Source: an optimization exercise on an open RTL-to-GDS flow (aim: small area, a short achievable clock period and few clock cycles per item). Production flows keep margins and buffers that such runs may drop.
At most, simulation tests tie the RTL to the original design; equivalence was not proved.
No functional check of the RTL was part of run 1.
Power and IR drop assume default switching activity.

$ cat design.v
package noise_data_pkg;
	localparam int sample_w    = 8;   
	localparam int sum_w       = 14;  
	localparam int sq_sum_w    = 22;  
	localparam int var_w       = 16;  
	localparam int noise_sum_w = 20;  
	typedef struct packed {
		logic [sample_w-1:0] mean;
		logic [var_w-1:0]    variance;
		logic [3:0]          block_index;  
	} block_stat_t;
	typedef struct packed {
		logic [var_w-1:0] noise_level;
		logic [4:0]       block_count;  
	} noise_result_t;
endpackage
package noise_ctrl_pkg;
	localparam int block_samples   = 64;
	localparam int block_log2      = 6;
	localparam int addr_w          = 6;  
	localparam int max_blocks_log2 = 4;  
	typedef enum logic [1:0] {
		idle          = 2'd0,
		read_block    = 2'd1,  
		wait_for_mean = 2'd2,  
		drain         = 2'd3   
	} ctrl_state_t;
	typedef struct packed {
		logic                                bank;
		logic [7:0]                          mean;
		logic [max_blocks_log2-1:0]          block_index;
		logic                                last;  
	} variance_job_t;
endpackage
module noise_estimation_top (
	input  logic        clk,
	input  logic        rst_n,
	input  logic        start_of_frame,
	input  logic [2:0]  blocks_log2,
	input  logic        sample_valid,
	input  logic [7:0]  sample_data,
	output logic        sample_ready,
	output logic        block_stat_valid,
	output logic [27:0] block_stat,    
	output logic        noise_valid,
	output logic [20:0] noise_result   
);
	assign sample_ready = 1'b1;
	logic       v0;       
	logic [7:0] x0;       
	always_ff @(posedge clk or negedge rst_n) begin
		if (!rst_n) v0 <= 1'b0;
		else        v0 <= sample_valid;
	end
	always_ff @(posedge clk)
		x0 <= sample_valid ? sample_data : 8'd0;
	logic [5:0]  cnt;       
	logic        first;     
	logic        blk_last;  
	logic        blk_done;  
	logic [13:0] s_acc;     
	logic [13:0] s_next;
	logic [19:0] qs, qc;    
	logic [19:0] qs_g, qc_g;
	logic [19:0] qs_n, qc_n;
	assign blk_last = v0 && (&cnt);
	always_ff @(posedge clk or negedge rst_n) begin
		if (!rst_n) begin
			cnt      <= '0;
			first    <= 1'b1;
			blk_done <= 1'b0;
		end else begin
			blk_done <= blk_last;
			if (v0) begin
				cnt   <= cnt + 1'b1;
				first <= &cnt;
			end
		end
	end
	assign qs_g   = first ? 20'd0 : qs;
	assign qc_g   = first ? 20'd0 : qc;
	assign s_next = (first ? 14'd0 : s_acc) + {6'd0, x0};
	logic cs0;
	logic cs1;
	logic cs2;
	logic cs3;
	logic cs4;
	logic cs5;
	logic cs6;
	logic cs7;
	logic cs8;
	logic cs9;
	logic cs10;
	logic cs11;
	logic cs12;
	logic cs13;
	logic cs14;
	logic cs15;
	logic cs16;
	logic cs17;
	logic cs18;
	logic cs19;
	logic cs20;
	logic cs21;
	logic cs22;
	logic cs23;
	logic cs24;
	logic cs25;
	logic cs26;
	logic cs27;
	logic cs28;
	logic cs29;
	logic cs30;
	logic cs31;
	logic cs32;
	logic cs33;
	logic cs34;
	logic cs35;
	logic cs36;
	logic cs37;
	logic cs38;
	logic cs39;
	logic cs40;
	logic cs41;
	logic cs42;
	logic cs43;
	logic cs44;
	logic cs45;
	logic cs46;
	logic cs47;
	logic cs48;
	logic cs49;
	logic cs50;
	logic cs51;
	logic cs52;
	logic cs53;
	logic cs54;
	logic cs55;
	logic cs56;
	logic cs57;
	logic cs58;
	logic cs59;
	logic cs60;
	logic cs61;
	logic cs62;
	logic cs63;
	logic cs64;
	logic cs65;
	logic cs66;
	logic cs67;
	logic cs68;
	logic cs69;
	logic cs70;
	logic cs71;
	logic cs72;
	logic cs73;
	logic cs74;
	logic cs75;
	logic cs76;
	logic cs77;
	logic cs78;
	logic cs79;
	logic cs80;
	logic cs81;
	logic cs82;
	logic cs83;
	logic cs84;
	logic cs85;
	logic cs86;
	logic cs87;
	logic cs88;
	logic cs89;
	logic cs90;
	logic cs91;
	logic cs92;
	logic cs93;
	assign cs0 = qs_g[5] ^ qc_g[5];
	assign cs1 = qs_g[5] & qc_g[5];
	assign cs2 = qs_g[6] ^ qc_g[6] ^ (x0[0] & x0[5]);
	assign cs3 = (qs_g[6] & qc_g[6]) | (qs_g[6] & (x0[0] & x0[5])) | (qc_g[6] & (x0[0] & x0[5]));
	assign cs4 = qs_g[7] ^ qc_g[7] ^ (x0[0] & x0[6]);
	assign cs5 = (qs_g[7] & qc_g[7]) | (qs_g[7] & (x0[0] & x0[6])) | (qc_g[7] & (x0[0] & x0[6]));
	assign cs6 = (x0[1] & x0[5]) ^ (x0[2] & x0[4]);
	assign cs7 = (x0[1] & x0[5]) & (x0[2] & x0[4]);
	assign cs8 = qs_g[8] ^ qc_g[8] ^ (x0[0] & x0[7]);
	assign cs9 = (qs_g[8] & qc_g[8]) | (qs_g[8] & (x0[0] & x0[7])) | (qc_g[8] & (x0[0] & x0[7]));
	assign cs10 = (x0[1] & x0[6]) ^ (x0[2] & x0[5]) ^ (x0[4] & ~x0[3]);
	assign cs11 = ((x0[1] & x0[6]) & (x0[2] & x0[5])) | ((x0[1] & x0[6]) & (x0[4] & ~x0[3])) | ((x0[2] & x0[5]) & (x0[4] & ~x0[3]));
	assign cs12 = qs_g[9] ^ qc_g[9] ^ (x0[1] & x0[7]);
	assign cs13 = (qs_g[9] & qc_g[9]) | (qs_g[9] & (x0[1] & x0[7])) | (qc_g[9] & (x0[1] & x0[7]));
	assign cs14 = (x0[2] & x0[6]) ^ (x0[3] & x0[5]) ^ (x0[4] & x0[3]);
	assign cs15 = ((x0[2] & x0[6]) & (x0[3] & x0[5])) | ((x0[2] & x0[6]) & (x0[4] & x0[3])) | ((x0[3] & x0[5]) & (x0[4] & x0[3]));
	assign cs16 = qs_g[10] ^ qc_g[10] ^ (x0[2] & x0[7]);
	assign cs17 = (qs_g[10] & qc_g[10]) | (qs_g[10] & (x0[2] & x0[7])) | (qc_g[10] & (x0[2] & x0[7]));
	assign cs18 = (x0[3] & x0[6]) ^ (x0[5] & ~x0[4]);
	assign cs19 = (x0[3] & x0[6]) & (x0[5] & ~x0[4]);
	assign cs20 = qs_g[11] ^ qc_g[11] ^ (x0[3] & x0[7]);
	assign cs21 = (qs_g[11] & qc_g[11]) | (qs_g[11] & (x0[3] & x0[7])) | (qc_g[11] & (x0[3] & x0[7]));
	assign cs22 = (x0[4] & x0[6]) ^ (x0[5] & x0[4]);
	assign cs23 = (x0[4] & x0[6]) & (x0[5] & x0[4]);
	assign cs24 = qs_g[12] ^ qc_g[12] ^ (x0[4] & x0[7]);
	assign cs25 = (qs_g[12] & qc_g[12]) | (qs_g[12] & (x0[4] & x0[7])) | (qc_g[12] & (x0[4] & x0[7]));
	assign cs26 = qs_g[13] ^ qc_g[13];
	assign cs27 = qs_g[13] & qc_g[13];
	assign cs28 = qs_g[3] ^ qc_g[3];
	assign cs29 = qs_g[3] & qc_g[3];
	assign cs30 = qs_g[4] ^ qc_g[4] ^ (x0[0] & x0[3]);
	assign cs31 = (qs_g[4] & qc_g[4]) | (qs_g[4] & (x0[0] & x0[3])) | (qc_g[4] & (x0[0] & x0[3]));
	assign cs32 = cs0 ^ (x0[0] & x0[4]) ^ (x0[1] & x0[3]);
	assign cs33 = (cs0 & (x0[0] & x0[4])) | (cs0 & (x0[1] & x0[3])) | ((x0[0] & x0[4]) & (x0[1] & x0[3]));
	assign cs34 = cs1 ^ cs2 ^ (x0[1] & x0[4]);
	assign cs35 = (cs1 & cs2) | (cs1 & (x0[1] & x0[4])) | (cs2 & (x0[1] & x0[4]));
	assign cs36 = cs3 ^ cs4 ^ cs6;
	assign cs37 = (cs3 & cs4) | (cs3 & cs6) | (cs4 & cs6);
	assign cs38 = cs5 ^ cs7 ^ cs8;
	assign cs39 = (cs5 & cs7) | (cs5 & cs8) | (cs7 & cs8);
	assign cs40 = cs9 ^ cs11 ^ cs12;
	assign cs41 = (cs9 & cs11) | (cs9 & cs12) | (cs11 & cs12);
	assign cs42 = cs13 ^ cs15 ^ cs16;
	assign cs43 = (cs13 & cs15) | (cs13 & cs16) | (cs15 & cs16);
	assign cs44 = cs17 ^ cs19 ^ cs20;
	assign cs45 = (cs17 & cs19) | (cs17 & cs20) | (cs19 & cs20);
	assign cs46 = cs21 ^ cs23 ^ cs24;
	assign cs47 = (cs21 & cs23) | (cs21 & cs24) | (cs23 & cs24);
	assign cs48 = cs25 ^ cs26 ^ (x0[5] & x0[7]);
	assign cs49 = (cs25 & cs26) | (cs25 & (x0[5] & x0[7])) | (cs26 & (x0[5] & x0[7]));
	assign cs50 = cs27 ^ qs_g[14] ^ qc_g[14];
	assign cs51 = (cs27 & qs_g[14]) | (cs27 & qc_g[14]) | (qs_g[14] & qc_g[14]);
	assign cs52 = qs_g[15] ^ qc_g[15];
	assign cs53 = qs_g[15] & qc_g[15];
	assign cs54 = qs_g[0] ^ qc_g[0];
	assign cs55 = qs_g[0] & qc_g[0];
	assign cs56 = qs_g[1] ^ qc_g[1];
	assign cs57 = qs_g[1] & qc_g[1];
	assign cs58 = qs_g[2] ^ qc_g[2] ^ (x0[1] & ~x0[0]);
	assign cs59 = (qs_g[2] & qc_g[2]) | (qs_g[2] & (x0[1] & ~x0[0])) | (qc_g[2] & (x0[1] & ~x0[0]));
	assign cs60 = cs28 ^ (x0[0] & x0[2]) ^ (x0[1] & x0[0]);
	assign cs61 = (cs28 & (x0[0] & x0[2])) | (cs28 & (x0[1] & x0[0])) | ((x0[0] & x0[2]) & (x0[1] & x0[0]));
	assign cs62 = cs29 ^ cs30 ^ (x0[2] & ~x0[1]);
	assign cs63 = (cs29 & cs30) | (cs29 & (x0[2] & ~x0[1])) | (cs30 & (x0[2] & ~x0[1]));
	assign cs64 = cs31 ^ cs32 ^ (x0[2] & x0[1]);
	assign cs65 = (cs31 & cs32) | (cs31 & (x0[2] & x0[1])) | (cs32 & (x0[2] & x0[1]));
	assign cs66 = cs33 ^ cs34 ^ (x0[3] & ~x0[2]);
	assign cs67 = (cs33 & cs34) | (cs33 & (x0[3] & ~x0[2])) | (cs34 & (x0[3] & ~x0[2]));
	assign cs68 = cs35 ^ cs36 ^ (x0[3] & x0[2]);
	assign cs69 = (cs35 & cs36) | (cs35 & (x0[3] & x0[2])) | (cs36 & (x0[3] & x0[2]));
	assign cs70 = cs37 ^ cs38 ^ cs10;
	assign cs71 = (cs37 & cs38) | (cs37 & cs10) | (cs38 & cs10);
	assign cs72 = cs39 ^ cs40 ^ cs14;
	assign cs73 = (cs39 & cs40) | (cs39 & cs14) | (cs40 & cs14);
	assign cs74 = cs41 ^ cs42 ^ cs18;
	assign cs75 = (cs41 & cs42) | (cs41 & cs18) | (cs42 & cs18);
	assign cs76 = cs43 ^ cs44 ^ cs22;
	assign cs77 = (cs43 & cs44) | (cs43 & cs22) | (cs44 & cs22);
	assign cs78 = cs45 ^ cs46 ^ (x0[6] & ~x0[5]);
	assign cs79 = (cs45 & cs46) | (cs45 & (x0[6] & ~x0[5])) | (cs46 & (x0[6] & ~x0[5]));
	assign cs80 = cs47 ^ cs48 ^ (x0[6] & x0[5]);
	assign cs81 = (cs47 & cs48) | (cs47 & (x0[6] & x0[5])) | (cs48 & (x0[6] & x0[5]));
	assign cs82 = cs49 ^ cs50 ^ (x0[7] & ~x0[6]);
	assign cs83 = (cs49 & cs50) | (cs49 & (x0[7] & ~x0[6])) | (cs50 & (x0[7] & ~x0[6]));
	assign cs84 = cs51 ^ cs52 ^ (x0[7] & x0[6]);
	assign cs85 = (cs51 & cs52) | (cs51 & (x0[7] & x0[6])) | (cs52 & (x0[7] & x0[6]));
	assign cs86 = cs53 ^ qs_g[16] ^ qc_g[16];
	assign cs87 = (cs53 & qs_g[16]) | (cs53 & qc_g[16]) | (qs_g[16] & qc_g[16]);
	assign cs88 = qs_g[17] ^ qc_g[17];
	assign cs89 = qs_g[17] & qc_g[17];
	assign cs90 = qs_g[18] ^ qc_g[18];
	assign cs91 = qs_g[18] & qc_g[18];
	assign cs92 = qs_g[19] ^ qc_g[19];
	assign cs93 = qs_g[19] & qc_g[19];
	assign qs_n = {cs91, cs89, cs87, cs85, cs83, cs81, cs79, cs77, cs75, cs73, cs71, cs69, cs67, cs65, cs63, cs61, cs59, cs57, cs55, cs54};
	assign qc_n = {cs92, cs90, cs88, cs86, cs84, cs82, cs80, cs78, cs76, cs74, cs72, cs70, cs68, cs66, cs64, cs62, cs60, cs58, cs56, x0[0]};
	always_ff @(posedge clk) begin
		s_acc <= s_next;
		qs    <= qs_n;
		qc    <= qc_n;
	end
	logic [7:0]  mean_q;
	logic [5:0]  rem_q;     
	logic [4:0]  ph;
	logic        ic;        
	logic        pin;       
	logic        cin;
	logic        rbits, mbits;
	logic [6:0]  ms;        
	logic [7:0]  mc;        
	logic [7:0]  mpp, mu, mw;
	logic        prod;      
	logic        c1, c2;    
	logic        t1, d;     
	logic        dfill;
	logic [19:0] dq;        
	logic [19:0] cq;        
	logic        bv;        
	logic [2:0]  mi;
	logic        prod_q;
	assign rbits = (ph >= 5'd2) && (ph <= 5'd6);
	assign mbits = (ph >= 5'd7) && (ph <= 5'd14);
	assign mi    = ph[2:0] + 3'd1;
	assign cin   = (ph == 5'd7) ? rem_q[0] : ic;
	assign pin   = (rbits & rem_q[0]) | (mbits & (mean_q[mi] ^ cin));
	assign mpp = pin ? mean_q : 8'd0;
	always_comb begin
		for (int i = 0; i < 8; i++) begin
			mu[i] = ((i < 7) ? ms[i] : 1'b0) ^ mc[i] ^ mpp[i];
			mw[i] = (((i < 7) ? ms[i] : 1'b0) & mc[i]) | (((i < 7) ? ms[i] : 1'b0) & mpp[i]) | (mc[i] & mpp[i]);
		end
	end
	assign prod = mu[0];
	assign t1    = dq[0] ^ cq[0] ^ c1;
	assign d     = t1 ^ ~prod_q ^ c2;
	assign dfill = d & (ph >= 5'd2) & (ph <= 5'd21);  
	always_ff @(posedge clk or negedge rst_n) begin
		if (!rst_n) begin
			ph <= 5'd31;
			bv <= 1'b0;
		end else begin
			bv <= (ph == 5'd21);
			if (blk_last)          ph <= 5'd1;
			else if (ph != 5'd31)  ph <= ph + 1'b1;
		end
	end
	always_ff @(posedge clk) begin
		if (blk_done)
			mean_q <= s_acc[13:6];
		rem_q <= ({6{blk_done}} & s_acc[5:0]) | {1'b0, rem_q[5:1]};
		ic <= mbits & mean_q[mi] & cin;
		prod_q <= prod;
		ms <= mu[7:1];
		mc <= mw;
		dq <= ({20{blk_done}} & qs) | {dfill, dq[19:1]};
		cq <= ({20{blk_done}} & qc) | {1'b0, cq[19:1]};
		if (blk_done) begin
			c1 <= 1'b0;
			c2 <= 1'b1;
		end else begin
			c1 <= (dq[0] & cq[0]) | (dq[0] & c1) | (cq[0] & c1);
			c2 <= (t1 & ~prod_q) | (t1 & c2) | (~prod_q & c2);
		end
	end
	logic [3:0]  idx;
	logic [4:0]  bc;        
	logic        last;
	logic        lastq;     
	logic        firstq;    
	logic        nv;
	logic [17:0] nsum;
	logic        nact;
	logic        nstart, nend;
	logic        ncy;
	logic        abit, nbit;
	logic [1:0]  nadd;
	assign last = bc[0] | (bc[1] & idx[0]) | (bc[2] & (&idx[1:0]))
	            | (bc[3] & (&idx[2:0])) | (bc[4] & (&idx));
	assign nstart = |(bc & {ph == 5'd8,  ph == 5'd7,  ph == 5'd6,  ph == 5'd5,  ph == 5'd4});
	assign nend   = |(bc & {ph == 5'd25, ph == 5'd24, ph == 5'd23, ph == 5'd22, ph == 5'd21});
	assign abit   = d & (ph >= 5'd8) & (ph <= 5'd21);
	assign nbit   = nsum[0] & !firstq;
	assign nadd   = {1'b0, abit} + {1'b0, nbit} + {1'b0, ncy};
	always_ff @(posedge clk or negedge rst_n) begin
		if (!rst_n) begin
			idx  <= '0;
			nv   <= 1'b0;
			nact <= 1'b0;
		end else begin
			nv <= nact && nend && lastq;
			if (nstart)            nact <= 1'b1;
			else if (nend)         nact <= 1'b0;
			if (start_of_frame)    idx  <= '0;
			else if (bv)           idx  <= idx + 1'b1;
		end
	end
	always_ff @(posedge clk) begin
		if (start_of_frame)
			bc <= 5'd1 << blocks_log2;
		if (blk_done) begin
			lastq  <= last;
			firstq <= (idx == 4'd0);
		end
		if (blk_done)
			ncy <= 1'b0;
		else if (nstart || nact) begin
			ncy  <= nadd[1];
			nsum <= {nadd[0], nsum[17:1]};
		end
	end
	assign block_stat_valid = bv;
	assign block_stat       = {mean_q, 2'b00, dq[19:6], idx};
	assign noise_valid      = nv;
	assign noise_result     = {2'b00, nsum[17:4], bc};
endmodule
$ cat flow/run.sh
#!/bin/bash
# The standard layout (standard.sh: the ORFS flow and synthesis, unchanged) with three
# settings the flow's own config cannot express:
#  - ports buffered with a plain buffer instead of the slow delay cell buffer_ports picks;
#  - clock tree built without dummy loads;
set -euo pipefail
export BUFFER_PORTS_ARGS="-buffer_cell sky130_fd_sc_hd__buf_2"
export CTS_ARGS="-sink_clustering_enable -repair_clock_nets -dont_use_dummy_load -buf_list {sky130_fd_sc_hd__clkbuf_4 sky130_fd_sc_hd__clkbuf_8}"
export SETUP_SLACK_MARGIN=5.2
bash standard.sh > standard.log 2>&1
$ cat standard.sh
#!/bin/bash
# synth_recipe.tcl (not shown) runs the flow's synth.tcl, then flattens the netlist and writes it again
# the make line also repeats each setting of config.mk as NAME=value (left out here)
make -C /OpenROAD-flow-scripts/flow DESIGN_CONFIG=/design/flow/config.mk WORK_HOME=/design/flow/orfs CLKGATE_MAP_FILE= SYNTH_SCRIPT=/design/flow/synth_recipe.tcl "${@:-finish}"
$ cat config.mk
export PLATFORM = sky130hd
export DESIGN_NAME = noise_estimation_top
export DESIGN_NICKNAME = noise_estimation_top
export VERILOG_FILES = /design/flow/design.v
export SDC_FILE = /design/flow/constraint.sdc
export NUM_CORES = 4
export LEC_CHECK = 0
export CAP_MARGIN = 20
export CORE_MARGIN = 2
export CORE_UTILIZATION = 60
export CTS_BUF_LIST = sky130_fd_sc_hd__clkbuf_4 sky130_fd_sc_hd__clkbuf_8
export SLEW_MARGIN = 20
$ cat constraint.sdc
create_clock -name core_clock -period 8.0 [get_ports {clk}]
set_input_delay 1.6000 -clock core_clock [delete_from_list [all_inputs] [get_ports {clk}]]
set_output_delay 1.6000 -clock core_clock [all_outputs]
set_load 0.01 [all_outputs]
==> flow_summary.yaml, run 1 <==
status:
  status: "no timing/DRC/antenna violations"
worst_setup_path:
  r2r_end: "qc[7]$_DFF_P_"
  cp_common_cell: "fa_1"
  cp_slowest_cell: "dfstp_4"
  cp_max_fo: 13
  cp.buffers_inverters: 2
  reg2reg_slack_ns: 5.29
  critPathTopFamily: "adder cells"
  path_cells: "clkinvlp_4 -> nand2_1 -> fa_1 -> fa_1 -> inv_1 -> fa_1"
  criticalPathCategory: "reg -> reg"
  start_kind: "register"
  r2r_cells: 6
  cp_data_arrival_time_ns: 3.04
  crit_required_ns: 8.33
  slowest_delay_ns: 0.75
  crit_path_end_kind: "register"
  r2r_start: "first$_DFFE_PN1P_"
clock_tree:
  insertion_delay_ns: 0.45
  path_clk_slew_ns: 0.08
  hold_buffers: 0
  clock_path_buffers: 2
  clock_tree.htree_level_count: 4
  cts_root_buffer: "clkbuf_8"
  cts_tree: "built"
  cts.sink_count: 182
  cts_buffers: 17
hold_path:
  hold_path.class: "reg -> reg"
  whs_path_depth: 1
  worstHoldEndpoint: "cq[9]$_DFF_P_"
  hp-start: "cq[10]$_DFF_P_"
route:
  avgRoutedWirePerCell_um: 15.03
  dr.pass1.iters: 4
  drt_iter0_markers: 250
  route.detailed.drc: 0
  num_vias: 4664
  via_per_inst: 5.182
  drt.antenna.violating_nets: 0
  routed_wirelength_um: 13530
power_and_ir_drop:
  p_per_area_nw_per_um2: 341.2
  p_leak_uw: 0.004091
  vdd_drop_max_mv: 0.2102
cells_and_area:
  finalNonFillerCells: 900
  antennaDiodeCount: 0
  nets: 820
  area_growth_pct: 7.211
  drive_above_1_share_pct: 14.56
sta:
  timing.fmax_mhz: 369.2
  skew_ns: 0.01767
  hold_slack_ns: 0.4016
  setup_violations: 0
  setup_ws_ns: 5.291
  max-slew-margin-rel_pct: 40.73
  hold_viol: 0
  rsz0062_at_grt: "true"
  post-route-period-util_pct: 33.86
  report.final.slew_viol_count: 0
  layout_min_cycle_time_ns: 2.709
  worstMarginPinSlew_ns: 0.8890
  tns_ns: 0
yosys:
  synth_top_cell_by_area: "dfxtp_1"
  synth.cell_area_um2: 7895
  async_flop_share_pct: 11.54
  yosysMostFrequentCell: "dfxtp_1"
  synth_seq_cells: 182
  synth_flop_cell: "dfxtp_1"
  ys_warn_count: 1
  synth_top_area_share_pct: 32.46
  synth_area_per_cell_um2: 11.54
  synth_edf_count: 33
  synth_commonest_cells: "dfxtp_1, inv_1, a21o_1"
  yosysSeqAreaShare_pct: 51.76
  synth_cell_type_count: 52
  synth.area.top_cells: "dfxtp_1, edfxtp_1, fa_1, dfrtp_1, ha_1"
  postSynthCellCount: 684
global_routing:
  grt_pass1_vias: 4781
  grt_max_degree: 60
  overflow: 0
  grt_antenna_before_repair: 0
  grt_pass1_wl_um: 22780
  grt_usage_pct: 20.59
floorplan:
  io-pin-count: 67
  die_width_um: 118.7
  start_util_pct: 62.06
  die_y_um: 118.7
  fp-row-count: 41
  dieArea_um2: 14090
  coreArea_um2: 12720
job:
  maxCapViolCount: 0
placed_design:
  place.gp.congestion: 0.7984
  port_buffers: 61
  dp.cells: 872
  dp_slack_ns: 4.435
  hpwl_um: 9215
## how the worst max path moves through the flow
stage               cells past startpoint              start                 to
finish                                  6  first$_DFFE_PN1P_      qc[7]$_DFF_P_
global placement                        6  first$_DFFE_PN1P_      qc[7]$_DFF_P_
global route                            9  ph[0]$_DFFE_PN1P_      ms[5]$_DFF_P_
detailed placement                      6  first$_DFFE_PN1P_      qc[7]$_DFF_P_
CTS                                     6  first$_DFFE_PN1P_      qc[7]$_DFF_P_
floorplan                              10  first$_DFFE_PN1P_  s_acc[10]$_DFF_P_
## sequential cells by signal, indices dropped and copies added, names as in the netlist, 6 cells and up
register and count:
nsum 18, cnt 6, qs 20, mean_q 8
dq 20, ms 7, qc 20, rem_q 6
mc 8, s_acc 14, cq 20, x0 8
## layout by cell type (no fill, tap or decap), drive strengths merged, types with 6 or more instances in the layout
cell type,instances
a21o,48
a21oi,11
and2,29
buf,72
clkbuf,17
dfrtp,15
dfstp,6
dfxtp,128
edfxtp,33
fa,46
ha,29
inv,76
mux2i,6
nand2,46
nand3,6
nand4,7
nor2,21
nor2b,43
o21ai,11
xnor2,12
xor2,6
## logic make-up (layout without fill, tap and decap cells)
kind of cell | Yosys count | count (layout) | share of synthesized area (%)
buf+inv | 126 | 167 | 7.797
flops | 182 | 182 | 51.76
simple gates | 182 | 182 | 12.46
other cells | 2 | 5 | 0.09512
mux | 9 | 9 | 1.616
xor+xnor | 18 | 18 | 1.997
fa+ha+maj | 75 | 75 | 16.26
compound gates | 90 | 90 | 8.019
## what timing repair did
| item | in CTS | in global routing |
|---|---|---|
| endpoints found under the setup margin | 30 | 10 |
| pin swaps | 1 | 0 |
| gates cloned | 1 | 0 |
| setup buffers | 7 | 3 |
| resized for setup | 2 | 3 |
## per-stage QoR
| stage | cell area (um^2) | util (%) | power [uW] |
|---|---|---|---|
| final | 8464 | 66.53 | 2888 |
| after detailed placement | 8113 | 63.77 | 2430 |
| after CTS | 8419 | 66.18 | 2907 |
| after global routing | 8464 | 66.53 | 3139 |
| after floorplan | 7908 | - | 2236 |
| after global placement | 8113 | 63.77 | 2367 |
## routing by layer
layer	share of wire (%)	GRT usage, %	up-vias
met5	0	0	-
met2	49	34.27	83
li1	-	-	2269
met1	46	27.02	2302
met3	4.0	4.585	10
met4	0.97	6.250	0
## layout make-up
type | count | area (um^2)
Sequential cell | 182 | 4091
Inverter | 77 | 292.8
Timing Repair inverter | 1 | 5.005
Clock buffer | 17 | 234.0
Multi-Input combinational cell | 379 | 3227
Timing Repair Buffer | 72 | 399.1
Fill cell | 1033 | 4258
Tap cell | 172 | 215.2
## report_power, final
group          internal (uW)  leakage [uW]  switching (uW)
clock                    188      0.000122             264
combinational            458       0.00234             532
sequential              1270       0.00162             176
==> run 2, diff against run 1 <==
--- a/design.v
+++ b/design.v
@@ -55,31 +55,28 @@
 	always_ff @(posedge clk)
 		x0 <= sample_valid ? sample_data : 8'd0;
 	logic [5:0]  cnt;       
-	logic        first;     
+	logic        sof_q;     
 	logic        blk_last;  
-	logic        blk_done;  
+	logic        clr;
 	logic [13:0] s_acc;     
 	logic [13:0] s_next;
 	logic [19:0] qs, qc;    
 	logic [19:0] qs_g, qc_g;
 	logic [19:0] qs_n, qc_n;
 	assign blk_last = v0 && (&cnt);
+	assign clr      = blk_last || sof_q;
 	always_ff @(posedge clk or negedge rst_n) begin
 		if (!rst_n) begin
-			cnt      <= '0;
-			first    <= 1'b1;
-			blk_done <= 1'b0;
+			cnt   <= '0;
+			sof_q <= 1'b0;
 		end else begin
-			blk_done <= blk_last;
-			if (v0) begin
-				cnt   <= cnt + 1'b1;
-				first <= &cnt;
-			end
+			sof_q <= start_of_frame;
+			if (v0) cnt <= cnt + 1'b1;
 		end
 	end
-	assign qs_g   = first ? 20'd0 : qs;
-	assign qc_g   = first ? 20'd0 : qc;
-	assign s_next = (first ? 14'd0 : s_acc) + {6'd0, x0};
+	assign qs_g   = qs;
+	assign qc_g   = qc;
+	assign s_next = s_acc + {6'd0, x0};
 	logic cs0;
 	logic cs1;
 	logic cs2;
@@ -271,9 +268,9 @@
 	assign qs_n = {cs91, cs89, cs87, cs85, cs83, cs81, cs79, cs77, cs75, cs73, cs71, cs69, cs67, cs65, cs63, cs61, cs59, cs57, cs55, cs54};
 	assign qc_n = {cs92, cs90, cs88, cs86, cs84, cs82, cs80, cs78, cs76, cs74, cs72, cs70, cs68, cs66, cs64, cs62, cs60, cs58, cs56, x0[0]};
 	always_ff @(posedge clk) begin
-		s_acc <= s_next;
-		qs    <= qs_n;
-		qc    <= qc_n;
+		s_acc <= clr ? 14'd0 : s_next;
+		qs    <= clr ? 20'd0 : qs_n;
+		qc    <= clr ? 20'd0 : qc_n;
 	end
 	logic [7:0]  mean_q;
 	logic [5:0]  rem_q;     
@@ -316,21 +313,21 @@
 			bv <= 1'b0;
 		end else begin
 			bv <= (ph == 5'd21);
-			if (blk_last)          ph <= 5'd1;
+			if (blk_last)          ph <= 5'd2;
 			else if (ph != 5'd31)  ph <= ph + 1'b1;
 		end
 	end
 	always_ff @(posedge clk) begin
-		if (blk_done)
-			mean_q <= s_acc[13:6];
-		rem_q <= ({6{blk_done}} & s_acc[5:0]) | {1'b0, rem_q[5:1]};
+		if (blk_last)
+			mean_q <= s_next[13:6];
+		rem_q <= ({6{blk_last}} & s_next[5:0]) | {1'b0, rem_q[5:1]};
 		ic <= mbits & mean_q[mi] & cin;
 		prod_q <= prod;
 		ms <= mu[7:1];
 		mc <= mw;
-		dq <= ({20{blk_done}} & qs) | {dfill, dq[19:1]};
-		cq <= ({20{blk_done}} & qc) | {1'b0, cq[19:1]};
-		if (blk_done) begin
+		dq <= ({20{blk_last}} & qs_n) | {dfill, dq[19:1]};
+		cq <= ({20{blk_last}} & qc_n) | {1'b0, cq[19:1]};
+		if (blk_last) begin
 			c1 <= 1'b0;
 			c2 <= 1'b1;
 		end else begin
@@ -373,11 +370,11 @@
 	always_ff @(posedge clk) begin
 		if (start_of_frame)
 			bc <= 5'd1 << blocks_log2;
-		if (blk_done) begin
+		if (blk_last) begin
 			lastq  <= last;
 			firstq <= (idx == 4'd0);
 		end
-		if (blk_done)
+		if (blk_last)
 			ncy <= 1'b0;
 		else if (nstart || nact) begin
 			ncy  <= nadd[1];
--- a/flow/run.sh
+++ b/flow/run.sh
@@ -6,5 +6,5 @@
 set -euo pipefail
 export BUFFER_PORTS_ARGS="-buffer_cell sky130_fd_sc_hd__buf_2"
 export CTS_ARGS="-sink_clustering_enable -repair_clock_nets -dont_use_dummy_load -buf_list {sky130_fd_sc_hd__clkbuf_4 sky130_fd_sc_hd__clkbuf_8}"
-export SETUP_SLACK_MARGIN=5.2
+export SETUP_SLACK_MARGIN=5.3
 bash standard.sh > standard.log 2>&1
==> flow_summary.yaml, run 2 <==
status:
  status: "no timing/DRC/antenna violations"
route:
  num_vias: 4640
  avgRoutedWirePerCell_um: 14.58
  routed_wirelength_um: 13300
  drt_iter0_markers: 211
  dr.pass1.iters: 4
  route.detailed.drc: 0
  drt.antenna.violating_nets: 0
  via_per_inst: 5.088
sta:
  skew_ns: 0.02691
  worstMarginPinSlew_ns: 0.8601
  hold_viol: 0
  max-slew-margin-rel_pct: 42.58
  layout_min_cycle_time_ns: 2.687
  timing.fmax_mhz: 372.2
  tns_ns: 0
  post-route-period-util_pct: 33.59
  rsz0062_at_grt: "true"
  setup_violations: 0
  report.final.slew_viol_count: 0
floorplan:
  coreArea_um2: 12670
  die_width_um: 118.4
  dieArea_um2: 14010
  fp-row-count: 41
  io-pin-count: 67
  start_util_pct: 61.92
  die_y_um: 118.4
worst_setup_path:
  cp_max_fo: 3
  critPathLaunch: "mean_q[1]$_DFFE_PP_"
  path_cells: "buf_2"
  cp_data_arrival_time_ns: 1.09
  cp.depth: 1
  crit_required_ns: 6.40
  r2r_start: "ph[0]$_DFFE_PN1P_"
  r2r_end: "ms[2]$_DFF_P_"
  r2r_cells: 10
  criticalPathCategory: "reg -> out"
  crit_path_end_kind: "primary output"
  critPathCapture: "block_stat[21]"
  start_kind: "register"
  cp.buffers_inverters: 1
  cp_slowest_cell: "edfxtp_1"
  reg2reg_slack_ns: 5.34
  critPathTopFamily: "flip-flops"
  slowest_delay_ns: 0.45
cells_and_area:
  area_growth_pct: 9.137
  final_cell_mix: "dfxtp_1, inv_1, buf_2, and2_1, fa_1"
  final_util_pct: 67.58
  layout_commonest_cell: "dfxtp_1"
  drive_above_1_share_pct: 17.16
  antennaDiodeCount: 0
  nets: 832
global_routing:
  grt_pass1_wl_um: 22740
  overflow: 0
  grt_usage_pct: 20.60
  grt_pass1_vias: 4882
  grt_max_degree: 47
  grt_antenna_before_repair: 0
yosys:
  synth.cell_area_um2: 7846
  synth_flop_cell: "dfxtp_1"
  synth_edf_count: 33
  synth_seq_cells: 181
  postSynthCellCount: 682
  synth_top_area_share_pct: 32.66
  yosysSeqAreaShare_pct: 51.75
  synthAdderAreaFrac_pct: 16.36
  synth_top_cell_by_area: "dfxtp_1"
  yosysMostFrequentCell: "dfxtp_1"
  synth_compound_area_share_pct: 7.846
  synth-xor-area-share_pct: 2.232
  ys_warn_count: 1
  async_flop_share_pct: 11.05
  synth_cell_type_count: 52
  synth_commonest_cells: "dfxtp_1, inv_1, and2_1"
  synth_top_family_by_area: "adder cells"
  yosys.area_share.simple_pct: 11.62
  synth_area_per_cell_um2: 11.50
  synth.area.top_cells: "dfxtp_1, edfxtp_1, fa_1, dfrtp_1, ha_1"
  muxShareOfSynthArea_pct: 2.009
clock_tree:
  hold_buffers: 0
  cts_buffers: 17
  clock_path_buffers: 2
  clock_tree.htree_level_count: 4
  cts_tree: "built"
  cts.sink_count: 181
  cts_root_buffer: "clkbuf_8"
  path_clk_slew_ns: 0.08
  insertion_delay_ns: 0.45
power_and_ir_drop:
  vdd_drop_max_mv: 0.1601
  p_per_area_nw_per_um2: 284.6
  p_leak_uw: 0.003879
placed_design:
  hpwl_um: 9303
  port_buffers: 61
  place.gp.congestion: 0.8149
hold_path:
  hold_path.class: "reg -> reg"
  whs_path_depth: 1
job:
  maxCapViolCount: 0
## run 2: cell types whose count changed after synthesis, sizes merged, moves of 4 or more
cell    delta
and2      +23
nand3      -4
nand4      -4
a21o      -22
nor2      +19
nor2b     -37
o21bai    +19
a21boi     +4
nand2      -9
inv        +4
## run 2: cell type report
class                   instances  area [um^2]
fillers                       997         4108
repair buffers                 88        521.8
inverters                      81        306.5
well taps                     172        215.2
clock buffers                  17        234.0
multi-input cells             373         3223
flip-flops and latches        181         4063
## run 2: logic make-up after synthesis
kind of cell / count (synthesis)
compound gates: 87
xor+xnor: 20
fa+ha+maj: 75
buf+inv: 131
flops: 181
mux: 12
other cells: 2
simple gates: 174
## run 2: through the flow
stage	instance area, um^2	setup slack, ns	hold slack, ns	power, uW	std cells
floorplan	7858	5.376	0.3819	1808	685
global placement	8070	5.229	0.3873	1876	871
detailed placement	8070	5.079	0.3882	1905	871
CTS	8416	5.288	0.4056	2420	897
global route	8563	5.255	0.4205	2599	912
finish	8563	5.313	0.4050	2437	912
## run 2: worst min-delay path by stage
stage	start	end	slack (ns)
2_1_floorplan	cq[1]$_DFF_P_	cq[0]$_DFF_P_	0.38
3_3_place_gp	dq[3]$_DFF_P_	dq[2]$_DFF_P_	0.39
3_5_place_dp	dq[3]$_DFF_P_	dq[2]$_DFF_P_	0.39
4_1_cts	dq[3]$_DFF_P_	dq[2]$_DFF_P_	0.41
5_1_grt	rem_q[3]$_DFF_P_	rem_q[2]$_DFF_P_	0.42
6_report	dq[3]$_DFF_P_	dq[2]$_DFF_P_	0.41
## run 2: repair_timing
item,CTS,global route
resized for setup,10,10
endpoints found under the setup margin,19,26
buffers inserted,9,15
pin swaps,1,3
## run 2: power by group
group          leakage, uW  total [uW]  switching (uW)  internal (uW)
combinational      0.00215         704             358            346
sequential         0.00161        1280             126           1160
clock             0.000122         449             261            187
total              0.00388        2440             745           1690
## run 2: per-layer routing
layer,vias up,GRT usage (%),share of wire (%)
met1,2283,25.08,44
met5,-,0,0
met2,79,35.62,51
met3,19,5.357,3.7
li1,2259,-,-
met4,0,6.777,1.6
Testbench counts of run 2, summed over its fixed seeds: cycles 38,461, samples 36,864.
==> run 3, diff against run 2 <==
==> flow/run.sh (replaced) <==
#!/bin/bash
# The standard layout (standard.sh: the ORFS flow and synthesis, unchanged) with three
# settings the flow's own config cannot express:
#  - ports buffered with a plain buffer instead of the slow delay cell buffer_ports picks;
#  - clock tree built without dummy loads;
set -euo pipefail
export BUFFER_PORTS_ARGS="-buffer_cell sky130_fd_sc_hd__buf_1"
export CTS_ARGS="-sink_clustering_enable -repair_clock_nets -dont_use_dummy_load -sink_clustering_size 30 -sink_clustering_max_diameter 100 -buf_list {sky130_fd_sc_hd__clkbuf_4 sky130_fd_sc_hd__clkbuf_8}"
export SETUP_SLACK_MARGIN=5.3
bash standard.sh > standard.log 2>&1
--- a/config.mk
+++ b/config.mk
@@ -9,4 +9,6 @@
 export CORE_MARGIN = 2
 export CORE_UTILIZATION = 60
 export CTS_BUF_LIST = sky130_fd_sc_hd__clkbuf_4 sky130_fd_sc_hd__clkbuf_8
+export CTS_CLUSTER_DIAMETER = 100
+export CTS_CLUSTER_SIZE = 30
 export SLEW_MARGIN = 20
==> flow_summary.yaml, run 3 <==
worst_setup_path:
  crit_required_ns: 8.36
  cp_max_fo: 5
  criticalPathCategory: "reg -> reg"
  crit_path_end_kind: "register"
  start_kind: "register"
  cp_data_arrival_time_ns: 3.07
cells_and_area:
  antennaDiodeCount: 0
  final_cell_mix: "dfxtp_1, inv_1, buf_1, and2_1, fa_1"
  n_fill_cell: 1035
  multi_input_area_um2: 3228
  area_growth_pct: 7.750
  drive_above_1_share_pct: 9.116
  nets: 827
  layout_commonest_cell: "dfxtp_1"
  ff_latch_area_um2: 4064
route:
  via_per_inst: 5.074
  dr.pass1.iters: 4
  drt.antenna.violating_nets: 0
  drt_iter0_markers: 229
  num_vias: 4602
  routed_wirelength_um: 13060
  avgRoutedWirePerCell_um: 14.40
  route.detailed.drc: 0
clock_tree:
  clock_tree.htree_level_count: 4
  cts_tree: "built"
  cts_root_buffer: "clkbuf_8"
  cts.sink_count: 181
  clock_path_buffers: 2
  insertion_delay_ns: 0.46
  cts_buffers: 17
  path_clk_slew_ns: 0.08
  hold_buffers: 0
global_routing:
  overflow: 0
  grt_antenna_before_repair: 0
  grt_pass1_vias: 4755
  grt_usage_pct: 20.32
  grt_max_degree: 47
  grt_pass1_wl_um: 22350
yosys:
  synth.area.top_cells: "dfxtp_1, edfxtp_1, fa_1, dfrtp_1, ha_1"
  synth_edf_count: 33
  synth_area_per_cell_um2: 11.50
  yosysMostFrequentCell: "dfxtp_1"
  ys_warn_count: 1
  synth_compound_area_share_pct: 7.846
  synth.cell_area_um2: 7846
  synth-xor-area-share_pct: 2.232
  muxShareOfSynthArea_pct: 2.009
  synth_seq_cells: 181
  yosysSeqAreaShare_pct: 51.75
  synth_commonest_cells: "dfxtp_1, inv_1, and2_1"
  yosys.area_share.simple_pct: 11.62
  synth_top_family_by_area: "adder cells"
  synth_flop_cell: "dfxtp_1"
  synth_top_area_share_pct: 32.66
  synth_top_cell_by_area: "dfxtp_1"
  postSynthCellCount: 682
  async_flop_share_pct: 11.05
  synth_cell_type_count: 52
  synthAdderAreaFrac_pct: 16.36
power_and_ir_drop:
  p_leak_uw: 0.003674
  total_power_uw: 2403
  p_per_area_nw_per_um2: 284.3
  vdd_drop_max_mv: 0.1548
status:
  status: "no timing/DRC/antenna violations"
sta:
  tns_ns: 0
  setup_violations: 0
  max-slew-margin-rel_pct: 60.83
  timing.fmax_mhz: 368.8
  skew_ns: 0.02535
  post-route-period-util_pct: 33.90
  report.final.slew_viol_count: 0
  rsz0062_at_grt: "true"
  layout_min_cycle_time_ns: 2.712
  hold_viol: 0
  worstMarginPinSlew_ns: 0.5875
floorplan:
  die_width_um: 118.4
  coreArea_um2: 12670
  io-pin-count: 67
  die_y_um: 118.4
  dieArea_um2: 14010
  start_util_pct: 61.92
  fp-row-count: 41
placed_design:
  place.gp.congestion: 0.7970
  port_buffers: 61
  hpwl_um: 9258
job:
  maxCapViolCount: 0
hold_path:
  hold_path.class: "reg -> reg"
==> run 3: worst max-delay path, stage by stage (launching register included) <==
cell,delay (ns)
dfstp_2,0.62
inv_2,0.08
ha_4,0.28
mux4_2,0.32
mux2i_4,0.21
xnor2_2,0.12
o31ai_4,0.24
buf_4,0.17
nand2_2,0.05
fa_1,0.50
inv_1,0.04
==> run 3: worst paths after layout <==
check	from	to	slack, ns	cells after the start
setup / recovery	ph[0]$_DFFE_PN1P_	ms[1]$_DFF_P_	5.29	10
hold / removal	dq[2]$_DFF_P_	dq[1]$_DFF_P_	0.41	1
setup reg to reg	ph[0]$_DFFE_PN1P_	ms[1]$_DFF_P_	5.29	10
hold reg to reg	dq[2]$_DFF_P_	dq[1]$_DFF_P_	0.41	1
max in group asynchronous	rst_n	idx[2]$_DFFE_PN0P_	6.51	1
min in group asynchronous	rst_n	cnt[1]$_DFFE_PN0P_	1.09	1
==> run 3: timing repair <==
action,CTS,global route
pin swaps,5,2
endpoints found under the setup margin,29,42
buffers inserted,12,7
resized for setup,16,11
==> run 3: layer usage <==
layer  global-route usage (%)  wire length, um  up-vias
li1                         -                -     2252
met1                    24.36             5737     2252
met2                    35.48             6690       81
met3                    5.647              467       17
met4                    6.325              166        0
met5                        0                0        -
==> run 3: kinds of logic (layout without fill, tap and decap cells) <==
| logic type | Yosys count | in the layout |
|---|---|---|
| AOI/OAI and AO/OA | 87 | 87 |
| xor gates and xnor gates | 20 | 20 |
| adders and majority gates | 75 | 75 |
| buffers and inverters | 131 | 181 |
| DFF | 181 | 181 |
| muxes | 12 | 12 |
| other | 2 | 5 |
| and+or+nand+nor | 174 | 174 |
==> run 3: area by class of cell <==
| class | instances | area share [%] |
|---|---|---|
| Clock buffer | 17 | 2.767 |
| Inverter | 81 | 3.626 |
| Multi-Input combinational cell | 373 | 38.18 |
| Sequential cell | 181 | 48.07 |
| Tap cell | 172 | 2.546 |
| Timing Repair Buffer | 83 | 4.810 |
==> run 3: where the power goes <==
group,internal [uW],total (uW),switching [uW]
clock,188,450,262
sequential,1160,1290,129
combinational,313,667,354
==> run 3: metrics by stage <==
stage                     instance area [um^2]  hold WS [ns]  instances  utilization (%)  setup WS, ns
after floorplan                           7858        0.3819        685                -         5.376
after global placement                    7994        0.3863        871            63.09         5.164
after detailed placement                  7994        0.3888        871            63.09         5.126
after CTS                                 8379        0.4077        900            66.13         5.300
after global routing                      8454        0.4176        907            66.72         5.183
final                                     8454        0.4081        907            66.72         5.288
==> run 4, diff against run 3 <==
--- a/design.v
+++ b/design.v
@@ -291,12 +291,13 @@
 	logic        bv;        
 	logic [2:0]  mi;
 	logic        prod_q;
-	assign rbits = (ph >= 5'd2) && (ph <= 5'd6);
-	assign mbits = (ph >= 5'd7) && (ph <= 5'd14);
-	assign mi    = ph[2:0] + 3'd1;
-	assign cin   = (ph == 5'd7) ? rem_q[0] : ic;
-	assign pin   = (rbits & rem_q[0]) | (mbits & (mean_q[mi] ^ cin));
-	assign mpp = pin ? mean_q : 8'd0;
+	logic        pin_q;
+	assign rbits = (ph >= 5'd2) && (ph <= 5'd5);
+	assign mbits = (ph >= 5'd6) && (ph <= 5'd13);
+	assign mi    = ph[2:0] + 3'd2;
+	assign cin   = (ph == 5'd6) ? rem_q[1] : ic;
+	assign pin   = blk_last ? s_next[0] : ((rbits & rem_q[1]) | (mbits & (mean_q[mi] ^ cin)));
+	assign mpp = pin_q ? mean_q : 8'd0;
 	always_comb begin
 		for (int i = 0; i < 8; i++) begin
 			mu[i] = ((i < 7) ? ms[i] : 1'b0) ^ mc[i] ^ mpp[i];
@@ -322,6 +323,7 @@
 			mean_q <= s_next[13:6];
 		rem_q <= ({6{blk_last}} & s_next[5:0]) | {1'b0, rem_q[5:1]};
 		ic <= mbits & mean_q[mi] & cin;
+		pin_q <= pin;
 		prod_q <= prod;
 		ms <= mu[7:1];
 		mc <= mw;
==> flow/run.sh (replaced) <==
#!/bin/bash
# The standard layout (standard.sh: the ORFS flow and synthesis, unchanged) with three
# settings the flow's own config cannot express:
#  - ports buffered with a plain buffer instead of the slow delay cell buffer_ports picks;
#  - clock tree built without dummy loads;
set -euo pipefail
export BUFFER_PORTS_ARGS="-buffer_cell sky130_fd_sc_hd__buf_1"
export CTS_ARGS="-sink_clustering_enable -repair_clock_nets -dont_use_dummy_load -buf_list {sky130_fd_sc_hd__clkbuf_4 sky130_fd_sc_hd__clkbuf_8}"
export SETUP_SLACK_MARGIN=5.3
bash standard.sh > standard.log 2>&1
--- a/config.mk
+++ b/config.mk
@@ -9,6 +9,4 @@
 export CORE_MARGIN = 2
 export CORE_UTILIZATION = 60
 export CTS_BUF_LIST = sky130_fd_sc_hd__clkbuf_4 sky130_fd_sc_hd__clkbuf_8
-export CTS_CLUSTER_DIAMETER = 100
-export CTS_CLUSTER_SIZE = 30
 export SLEW_MARGIN = 20
==> flow_summary.yaml, run 4 <==
cells_and_area:
  drive_above_1_share_pct: 6.106
  layout_commonest_cell: "dfxtp_1"
  antennaDiodeCount: 0
  area_growth_pct: 5.618
  n_fill_cell: 1046
  final_cell_mix: "dfxtp_1, inv_1, buf_1, and2_1, nor2_1"
  nets: 833
route:
  drt_iter0_markers: 187
  dr.pass1.iters: 4
  num_vias: 4607
  routed_wirelength_um: 13390
  via_per_inst: 5.046
  avgRoutedWirePerCell_um: 14.66
  route.detailed.drc: 0
  drt.antenna.violating_nets: 0
sta:
  layout_min_cycle_time_ns: 2.640
  report.final.slew_viol_count: 0
  worstMarginPinSlew_ns: 1.057
  skew_ns: 0.02721
  tns_ns: 0
  hold_viol: 0
  post-route-period-util_pct: 33.00
  rsz0062_at_grt: "false"
  setup_violations: 0
  max-slew-margin-rel_pct: 29.56
  timing.fmax_mhz: 378.8
yosys:
  synth_top_cell_by_area: "dfxtp_1"
  synth_flop_cell: "dfxtp_1"
  synth_commonest_cells: "dfxtp_1, inv_1, and2_1"
  yosysSeqAreaShare_pct: 50.93
  ys_warn_count: 1
  async_flop_share_pct: 11.05
  yosysMostFrequentCell: "dfxtp_1"
  synth.cell_area_um2: 7973
  synth_cell_type_count: 52
  synth_top_area_share_pct: 32.14
  synth_edf_count: 33
  synth_seq_cells: 181
  postSynthCellCount: 695
  synth.area.top_cells: "dfxtp_1, edfxtp_1, fa_1, ha_1, dfrtp_1"
  synth_area_per_cell_um2: 11.47
floorplan:
  coreArea_um2: 13090
  die_width_um: 119.3
  start_util_pct: 60.93
  die_y_um: 119.3
  dieArea_um2: 14230
  fp-row-count: 42
  io-pin-count: 67
worst_setup_path:
  cp_data_arrival_time_ns: 1.04
  slowest_delay_ns: 0.44
  reg2reg_slack_ns: 5.44
  crit_path_end_kind: "primary output"
  cp.depth: 1
  r2r_cells: 6
  criticalPathCategory: "reg -> out"
  critPathCapture: "block_stat[22]"
  cp_max_fo: 3
  critPathTopFamily: "flip-flops"
  r2r_start: "x0[0]$_SDFF_PN0_"
  cp.buffers_inverters: 1
  critPathLaunch: "mean_q[2]$_DFFE_PP_"
  cp_slowest_cell: "edfxtp_1"
  start_kind: "register"
  path_cells: "buf_1"
  r2r_end: "cq[8]$_DFF_P_"
  crit_required_ns: 6.40
status:
  status: "no timing/DRC/antenna violations"
placed_design:
  hpwl_um: 9549
  port_buffers: 61
  place.gp.congestion: 0.7673
power_and_ir_drop:
  vdd_drop_max_mv: 0.1428
  total_power_uw: 2314
  p_per_area_nw_per_um2: 274.8
  p_leak_uw: 0.003677
global_routing:
  grt_max_degree: 46
  grt_antenna_before_repair: 0
  grt_usage_pct: 20.94
  overflow: 0
  grt_pass1_wl_um: 22990
  grt_pass1_vias: 4751
hold_path:
  hold_path.class: "reg -> reg"
clock_tree:
  clock_tree.htree_level_count: 4
  cts_buffers: 17
  path_clk_slew_ns: 0.09
  cts.sink_count: 181
  cts_root_buffer: "clkbuf_8"
  cts_tree: "built"
  insertion_delay_ns: 0.45
  clock_path_buffers: 2
job:
  maxCapViolCount: 0
-- run 4: power by group --
part | leakage, uW | internal [uW] | switching (uW) | total [uW]
combinational | 0.00195 | 251 | 322 | 573
sequential | 0.00160 | 1150 | 136 | 1290
clock | 0.000122 | 188 | 264 | 452
-- run 4: per-layer routing --
| layer | global-route usage (%) | up-vias | wire length, um |
|---|---|---|---|
| li1 | - | 2263 | - |
| met4 | 6.101 | 0 | 150 |
| met3 | 6.034 | 11 | 419 |
| met2 | 35.24 | 61 | 6707 |
| met5 | 0 | - | 0 |
| met1 | 26.37 | 2272 | 6111 |
-- run 4: area by class of cell --
| cell class | instances | area, um^2 | share of cell area [%] |
|---|---|---|---|
| clock buffer | 17 | 234.0 | 2.779 |
| inverter | 82 | 307.8 | 3.655 |
| multi-input combinational | 385 | 3282 | 38.97 |
| sequential | 181 | 4064 | 48.26 |
| tap | 176 | 220.2 | 2.615 |
| timing repair buffer | 72 | 312.8 | 3.715 |
-- run 4: cell families after synthesis --
logic type	count (synthesis)	share of synthesized area (%)
simple gates	182	11.99
flops	181	50.93
compound gates	84	7.454
xor+xnor	20	2.197
fa+ha+maj	79	16.73
buf+inv	132	8.145
mux	15	2.464
other cells	2	0.09420
-- run 4: what timing repair did --
action	4_1_cts	5_1_grt
resized for setup	2	2
buffers inserted	1	7
hold buffers	0	0
endpoints found under the setup margin	33	7
-- run 4: worst min-delay path by stage --
stage,start,endpoint,slack (ns),depth (start not counted)
2_1_floorplan,cq[1]$_DFF_P_,cq[0]$_DFF_P_,0.38,1
3_3_place_gp,dq[1]$_DFF_P_,dq[0]$_DFF_P_,0.39,1
3_5_place_dp,dq[1]$_DFF_P_,dq[0]$_DFF_P_,0.39,1
4_1_cts,dq[2]$_DFF_P_,dq[1]$_DFF_P_,0.39,1
5_1_grt,dq[2]$_DFF_P_,dq[1]$_DFF_P_,0.40,1
6_report,dq[2]$_DFF_P_,dq[1]$_DFF_P_,0.39,1
-- run 4: stage by stage --
stage | std cells | hold slack [ns] | utilization, % | area (um^2) | setup WS [ns]
after global placement | 888 | 0.3887 | 62.03 | 8117 | 5.286
after floorplan | 698 | 0.3819 | - | 7984 | 5.477
after detailed placement | 888 | 0.3907 | 62.03 | 8117 | 5.160
final | 913 | 0.3885 | 64.35 | 8421 | 5.360
after global routing | 913 | 0.4007 | 64.35 | 8421 | 5.287
after CTS | 906 | 0.3949 | 63.92 | 8364 | 5.301
Testbench counts of run 4, summed over its fixed seeds: cycles 38,461, samples 36,864.
==> run 5, diff against run 4 <==
==> flow/run.sh (replaced) <==
#!/bin/bash
# The standard layout (standard.sh: the ORFS flow and synthesis, unchanged) with three
# settings the flow's own config cannot express:
#  - ports buffered with a plain buffer instead of the slow delay cell buffer_ports picks;
#  - clock tree built without dummy loads, from a strong root buffer;
set -euo pipefail
export BUFFER_PORTS_ARGS="-buffer_cell sky130_fd_sc_hd__buf_1"
export CTS_ARGS="-sink_clustering_enable -repair_clock_nets -dont_use_dummy_load -root_buf sky130_fd_sc_hd__clkbuf_16 -buf_list {sky130_fd_sc_hd__clkbuf_8}"
export SETUP_SLACK_MARGIN=5.4
bash standard.sh > standard.log 2>&1
==> flow_summary.yaml, run 5 <==
yosys:
  postSynthCellCount: 695
  synth.area.top_cells: "dfxtp_1, edfxtp_1, fa_1, ha_1, dfrtp_1"
  synth_seq_cells: 181
  synth.cell_area_um2: 7973
  ys_warn_count: 1
  muxShareOfSynthArea_pct: 2.464
  async_flop_share_pct: 11.05
  synth_top_cell_by_area: "dfxtp_1"
  synth_flop_cell: "dfxtp_1"
  synth_area_per_cell_um2: 11.47
  synth_commonest_cells: "dfxtp_1, inv_1, and2_1"
  yosys.area_share.simple_pct: 11.99
  synth_compound_area_share_pct: 7.454
  yosysSeqAreaShare_pct: 50.93
  yosysMostFrequentCell: "dfxtp_1"
  synth_top_family_by_area: "adder cells"
  synth_top_area_share_pct: 32.14
  synth_edf_count: 33
  synthAdderAreaFrac_pct: 16.73
  synth-xor-area-share_pct: 2.197
  synth_cell_type_count: 52
worst_setup_path:
  reg2reg_slack_ns: 5.53
  start_kind: "register"
  r2r_start: "x0[1]$_SDFF_PN0_"
  path_cells: "buf_1"
  r2r_cells: 7
  critPathTopFamily: "flip-flops"
  crit_required_ns: 6.40
  crit_path_end_kind: "primary output"
  cp.buffers_inverters: 1
  cp_data_arrival_time_ns: 0.97
  criticalPathCategory: "reg -> out"
  cp.depth: 1
  cp_slowest_cell: "edfxtp_1"
  slowest_delay_ns: 0.44
  r2r_end: "cq[9]$_DFF_P_"
  cp_max_fo: 3
cells_and_area:
  n_fill_cell: 1031
  layout_commonest_cell: "dfxtp_1"
  final_cell_mix: "dfxtp_1, inv_1, buf_1, and2_1, nor2_1"
  area_growth_pct: 6.560
  antennaDiodeCount: 0
  nets: 839
  drive_above_1_share_pct: 7.806
route:
  routed_wirelength_um: 13680
  route.detailed.drc: 0
  num_vias: 4645
  dr.pass1.iters: 4
  via_per_inst: 5.054
  drt.antenna.violating_nets: 0
  drt_iter0_markers: 186
  avgRoutedWirePerCell_um: 14.89
sta:
  layout_min_cycle_time_ns: 2.570
  timing.fmax_mhz: 389.1
  setup_violations: 0
  hold_viol: 0
  max-slew-margin-rel_pct: 29.24
  worstMarginPinSlew_ns: 1.061
  report.final.slew_viol_count: 0
  skew_ns: 0.02568
  tns_ns: 0
  post-route-period-util_pct: 32.12
  rsz0062_at_grt: "true"
  setup_ws_ns: 5.430
placed_design:
  port_buffers: 61
  place.gp.congestion: 0.7673
  hpwl_um: 9549
  dp_slack_ns: 5.160
floorplan:
  io-pin-count: 67
  die_width_um: 119.3
  coreArea_um2: 13090
  dieArea_um2: 14230
  fp-row-count: 42
  die_y_um: 119.3
  start_util_pct: 60.93
hold_path:
  hp-start: "dq[2]$_DFF_P_"
  worstHoldEndpoint: "dq[1]$_DFF_P_"
  hold_path.class: "reg -> reg"
  whs_path_depth: 1
status:
  status: "no timing/DRC/antenna violations"
clock_tree:
  clock_tree.htree_level_count: 4
  cts.sink_count: 181
  insertion_delay_ns: 0.38
  cts_tree: "built"
  clock_path_buffers: 2
  path_clk_slew_ns: 0.09
  cts_root_buffer: "clkbuf_16"
  cts_buffers: 17
  hold_buffers: 0
job:
  maxCapViolCount: 0
power_and_ir_drop:
  p_per_area_nw_per_um2: 274.8
  vdd_drop_max_mv: 0.1435
  p_leak_uw: 0.003725
global_routing:
  grt_usage_pct: 20.99
  grt_pass1_wl_um: 23040
  overflow: 0
  grt_max_degree: 46
  grt_pass1_vias: 4772
  grt_antenna_before_repair: 0
run 5: changes by cell type in the layout (fill, tap and decap cells not counted):
cell       change
clkbuf_16      +1
dfrtp_1        +1
nor2_4         +1
clkbuf_8       -1
buf_6          +1
clkbuf_2       +1
buf_4          +5
dfxtp_1        -6
dfrtp_2        -1
dfxtp_2        +6
buf_1          -2
run 5: cell families (layout without fill, tap and decap cells):
group | Yosys count | count (layout)
AND/OR/NAND/NOR | 182 | 183
flip-flops | 181 | 181
buffers and inverters | 132 | 176
AO/OA/AOI/OAI | 84 | 84
adder cells (fa/ha/maj) | 79 | 79
XOR/XNOR | 20 | 20
multiplexers | 15 | 15
other | 2 | 5
run 5: how the worst max path moves through the flow:
stage / from / end / slack (ns)
finish: mean_q[2]$_DFFE_PP_ / block_stat[22] / 5.43
floorplan: cnt[0]$_DFFE_PN0P_ / nsum[0]$_DFFE_PP_ / 5.48
global route: mean_q[2]$_DFFE_PP_ / block_stat[22] / 5.38
global placement: cnt[0]$_DFFE_PN0P_ / s_acc[9]$_SDFF_PP0_ / 5.29
CTS: mean_q[2]$_DFFE_PP_ / block_stat[22] / 5.40
detailed placement: cnt[0]$_DFFE_PN0P_ / s_acc[9]$_SDFF_PP0_ / 5.16
run 5: layout make-up:
| type | instances | area, um^2 | area share (%) |
|---|---|---|---|
| Multi-Input combinational cell | 386 | 3293 | 38.76 |
| Sequential cell | 181 | 4070 | 47.91 |
| Clock buffer | 17 | 245.2 | 2.887 |
| Inverter | 82 | 307.8 | 3.623 |
| Tap cell | 176 | 220.2 | 2.592 |
| Timing Repair Buffer | 77 | 359.1 | 4.227 |
run 5: timing repair:
item                                    4_1_cts  5_1_grt
hold endpoints to repair                      0        0
buffers inserted                              3       10
endpoints found under the setup margin       36       43
pin swaps                                     0        1
resized for setup                             3       11
gates cloned                                  0        1
run 5: power by group:
group	internal [uW]	total [uW]	switching [uW]
clock network	201	466	265
registers	1150	1290	136
logic	254	579	324
total	1610	2330	725
run 5: metal layers:
layer	up-vias	GRT usage (%)	routed length, um
met5	-	0	0
met4	0	6.101	153
met3	11	6.034	432
met2	67	35.42	6809
met1	2290	26.37	6287
li1	2277	-	-
run 5: per-stage QoR:
step / power (uW) / utilization (%) / instances / instance area, um^2 / hold slack (ns)
floorplan: 1795 / - / 698 / 7984 / 0.3819
global placement: 1861 / 62.03 / 888 / 8117 / 0.3887
detailed placement: 1882 / 62.03 / 888 / 8117 / 0.3907
CTS: 2354 / 64.13 / 908 / 8392 / 0.3946
global route: 2502 / 64.93 / 919 / 8496 / 0.4004
finish: 2334 / 64.93 / 919 / 8496 / 0.3934
==> run 6, diff against run 5 <==
--- a/flow/run.sh
+++ b/flow/run.sh
@@ -6,5 +6,5 @@
 set -euo pipefail
 export BUFFER_PORTS_ARGS="-buffer_cell sky130_fd_sc_hd__buf_1"
 export CTS_ARGS="-sink_clustering_enable -repair_clock_nets -dont_use_dummy_load -root_buf sky130_fd_sc_hd__clkbuf_16 -buf_list {sky130_fd_sc_hd__clkbuf_8}"
-export SETUP_SLACK_MARGIN=5.4
+export SETUP_SLACK_MARGIN=5.3
 bash standard.sh > standard.log 2>&1
==> flow_summary.yaml, run 6 <==
status:
  status: "no timing/DRC/antenna violations"
route:
  drt.antenna.violating_nets: 0
  num_vias: 4568
  drt_iter0_markers: 193
  via_per_inst: 5.048
  routed_wirelength_um: 13290
  route.detailed.drc: 0
  dr.pass1.iters: 4
  avgRoutedWirePerCell_um: 14.68
global_routing:
  grt_pass1_wl_um: 22970
  grt_util_met2_pct: 35.17
  overflow: 0
  grt_antenna_before_repair: 0
  grt_max_degree: 46
  grt-busiest-layer: "met2"
  grt_pass1_vias: 4747
  use_met3_pct: 6.034
  grt_usage_pct: 20.93
  use_met1_pct: 26.40
sta:
  post-route-period-util_pct: 32.63
  rsz0062_at_grt: "false"
  layout_min_cycle_time_ns: 2.610
  tns_ns: 0
  worstMarginPinSlew_ns: 1.056
  timing.fmax_mhz: 383.1
  max-slew-margin-rel_pct: 29.60
  skew_ns: 0.02768
  report.final.slew_viol_count: 0
  hold_viol: 0
  hold_slack_ns: 0.3892
  setup_violations: 0
cells_and_area:
  finalNonFillerCells: 905
  area_growth_pct: 4.959
  layout_commonest_cell: "dfxtp_1"
  nets: 825
  drive_above_1_share_pct: 4.664
  final_cell_mix: "dfxtp_1, inv_1, buf_1, and2_1, nor2_1"
  final_util_pct: 63.95
  antennaDiodeCount: 0
yosys:
  yosysSeqAreaShare_pct: 50.93
  synth_edf_count: 33
  synth_top_area_share_pct: 32.14
  yosysMostFrequentCell: "dfxtp_1"
  synth_area_per_cell_um2: 11.47
  synth_cell_type_count: 52
  synth_commonest_cells: "dfxtp_1, inv_1, and2_1"
  postSynthCellCount: 695
  synth_top_cell_by_area: "dfxtp_1"
  synth.cell_area_um2: 7973
  synth_seq_cells: 181
  synth.area.top_cells: "dfxtp_1, edfxtp_1, fa_1, ha_1, dfrtp_1"
  async_flop_share_pct: 11.05
  ys_warn_count: 1
  synth_flop_cell: "dfxtp_1"
clock_tree:
  insertion_delay_ns: 0.38
  clock_tree.htree_level_count: 4
  hold_buffers: 0
  cts_tree: "built"
  clock_path_buffers: 2
  cts.sink_count: 181
  path_clk_slew_ns: 0.09
  cts_buffers: 17
  post_cts_buffers: 0
  cts_root_buffer: "clkbuf_16"
power_and_ir_drop:
  total_power_uw: 2324
  p_leak_uw: 0.003649
  p_per_area_nw_per_um2: 277.7
  vdd_drop_max_mv: 0.1433
worst_setup_path:
  criticalPathCategory: "reg -> out"
  cp_slowest_cell: "edfxtp_1"
  path_cells: "buf_1"
  slowest_delay_ns: 0.48
  crit_path_end_kind: "primary output"
  critPathTopFamily: "flip-flops"
  cp_max_fo: 4
  cp_data_arrival_time_ns: 1.01
  cp.buffers_inverters: 1
  crit_required_ns: 6.40
  start_kind: "register"
placed_design:
  port_buffers: 61
  dp.cells: 888
  hpwl_um: 9549
  place.gp.congestion: 0.7673
floorplan:
  start_util_pct: 60.93
  die_y_um: 119.3
  fp-row-count: 42
  coreArea_um2: 13090
  io-pin-count: 67
  die_width_um: 119.3
  dieArea_um2: 14230
job:
  maxCapViolCount: 0
hold_path:
  hold_path.class: "reg -> reg"
run 6: cell counts after synthesis:
No cell type changed its count.
run 6: kinds of logic (layout without fill, tap and decap cells):
kind of cell / count (synthesis) / after routing / synth area share (%)
other: 2 / 5 / 0.09420
XOR/XNOR: 20 / 20 / 2.197
AND/OR/NAND/NOR: 182 / 182 / 11.99
multiplexers: 15 / 15 / 2.464
AO/OA/AOI/OAI: 84 / 84 / 7.454
flip-flops: 181 / 181 / 50.93
adder cells (fa/ha/maj): 79 / 79 / 16.73
buffers and inverters: 132 / 163 / 8.145
run 6: layout make-up:
class / instances / area [um^2]
inverters: 82 / 307.8
repair buffers: 64 / 252.7
well taps: 176 / 220.2
fillers: 1055 / 4717
clock buffers: 17 / 245.2
flip-flops and latches: 181 / 4060
multi-input cells: 385 / 3282
run 6: repair_timing:
item	4_1_cts	5_1_grt
hold endpoints to repair	0	0
resized for setup	1	0
setup endpoints to repair	31	0
run 6: metal layers:
| metal | up-vias | part of all wire, % |
|---|---|---|
| met4 | 0 | 1.2 |
| met1 | 2242 | 46 |
| li1 | 2249 | - |
| met5 | - | 0 |
| met3 | 10 | 3.1 |
| met2 | 67 | 50 |
run 6: report_power, final:
part	internal, uW	leakage, uW	switching (uW)
Sequential	1150	0.00161	136
Clock	201	0.000127	264
Combinational	250	0.00191	320
Total	1600	0.00365	720
run 6: stage by stage:
stage,setup WS [ns],instance area (um^2)
2_1_floorplan,5.477,7984
3_3_place_gp,5.286,8117
3_5_place_dp,5.160,8117
4_1_cts,5.376,8367
5_1_grt,5.315,8368
6_report,5.390,8368
run 6: path summary, 6_finish.rpt:
| kind | slack, ns | startpoint | depth (start not counted) | to |
|---|---|---|---|---|
| max in group asynchronous | 6.45 | rst_n | 1 | ph[2]$_DFFE_PN1P_ |
| min | 0.39 | dq[2]$_DFF_P_ | 1 | dq[1]$_DFF_P_ |
| min reg2reg | 0.39 | dq[2]$_DFF_P_ | 1 | dq[1]$_DFF_P_ |
| max | 5.39 | bc[2]$_SDFFCE_PP0P_ | 1 | noise_result[2] |
| max reg2reg | 5.44 | x0[0]$_SDFF_PN0_ | 6 | cq[8]$_DFF_P_ |
| min in group asynchronous | 1.17 | rst_n | 1 | cnt[2]$_DFFE_PN0P_ |

static timing again, ports no longer ideal:
The flow's constraints put no driver on any port. The routed layouts listed below were extracted and timed again, unchanged, in two steps. Step 1: set_driving_cell puts a clkbuf_16 on clk and a buf_2 on each other input, an assumption about the parent block. Step 2, shift: input delay + t, output delay - t, t = (earliest + latest rising clock arrival at the registers) / 2. This alone moves slack from input paths to output paths. Three values: ideal, step 1, step 2; two values: the first two.
run | t (ns) | setup slack, ns | worst setup path after step 2
run 1 | 0.477 | 5.291 / 5.281 / 5.291 | register to register
run 2 | 0.478 | 5.313 / 5.277 / 5.341 | register to register
run 3 | 0.482 | 5.288 / 5.288 / 5.288 | register to register
run 4 | 0.477 | 5.360 / 5.323 / 5.442 | register to register
run 5 | 0.409 | 5.430 / 5.388 / 5.526 | register to register
run 6 | 0.409 | 5.390 / 5.348 / 5.444 | register to register
After both steps setup and hold are still met in every run listed.
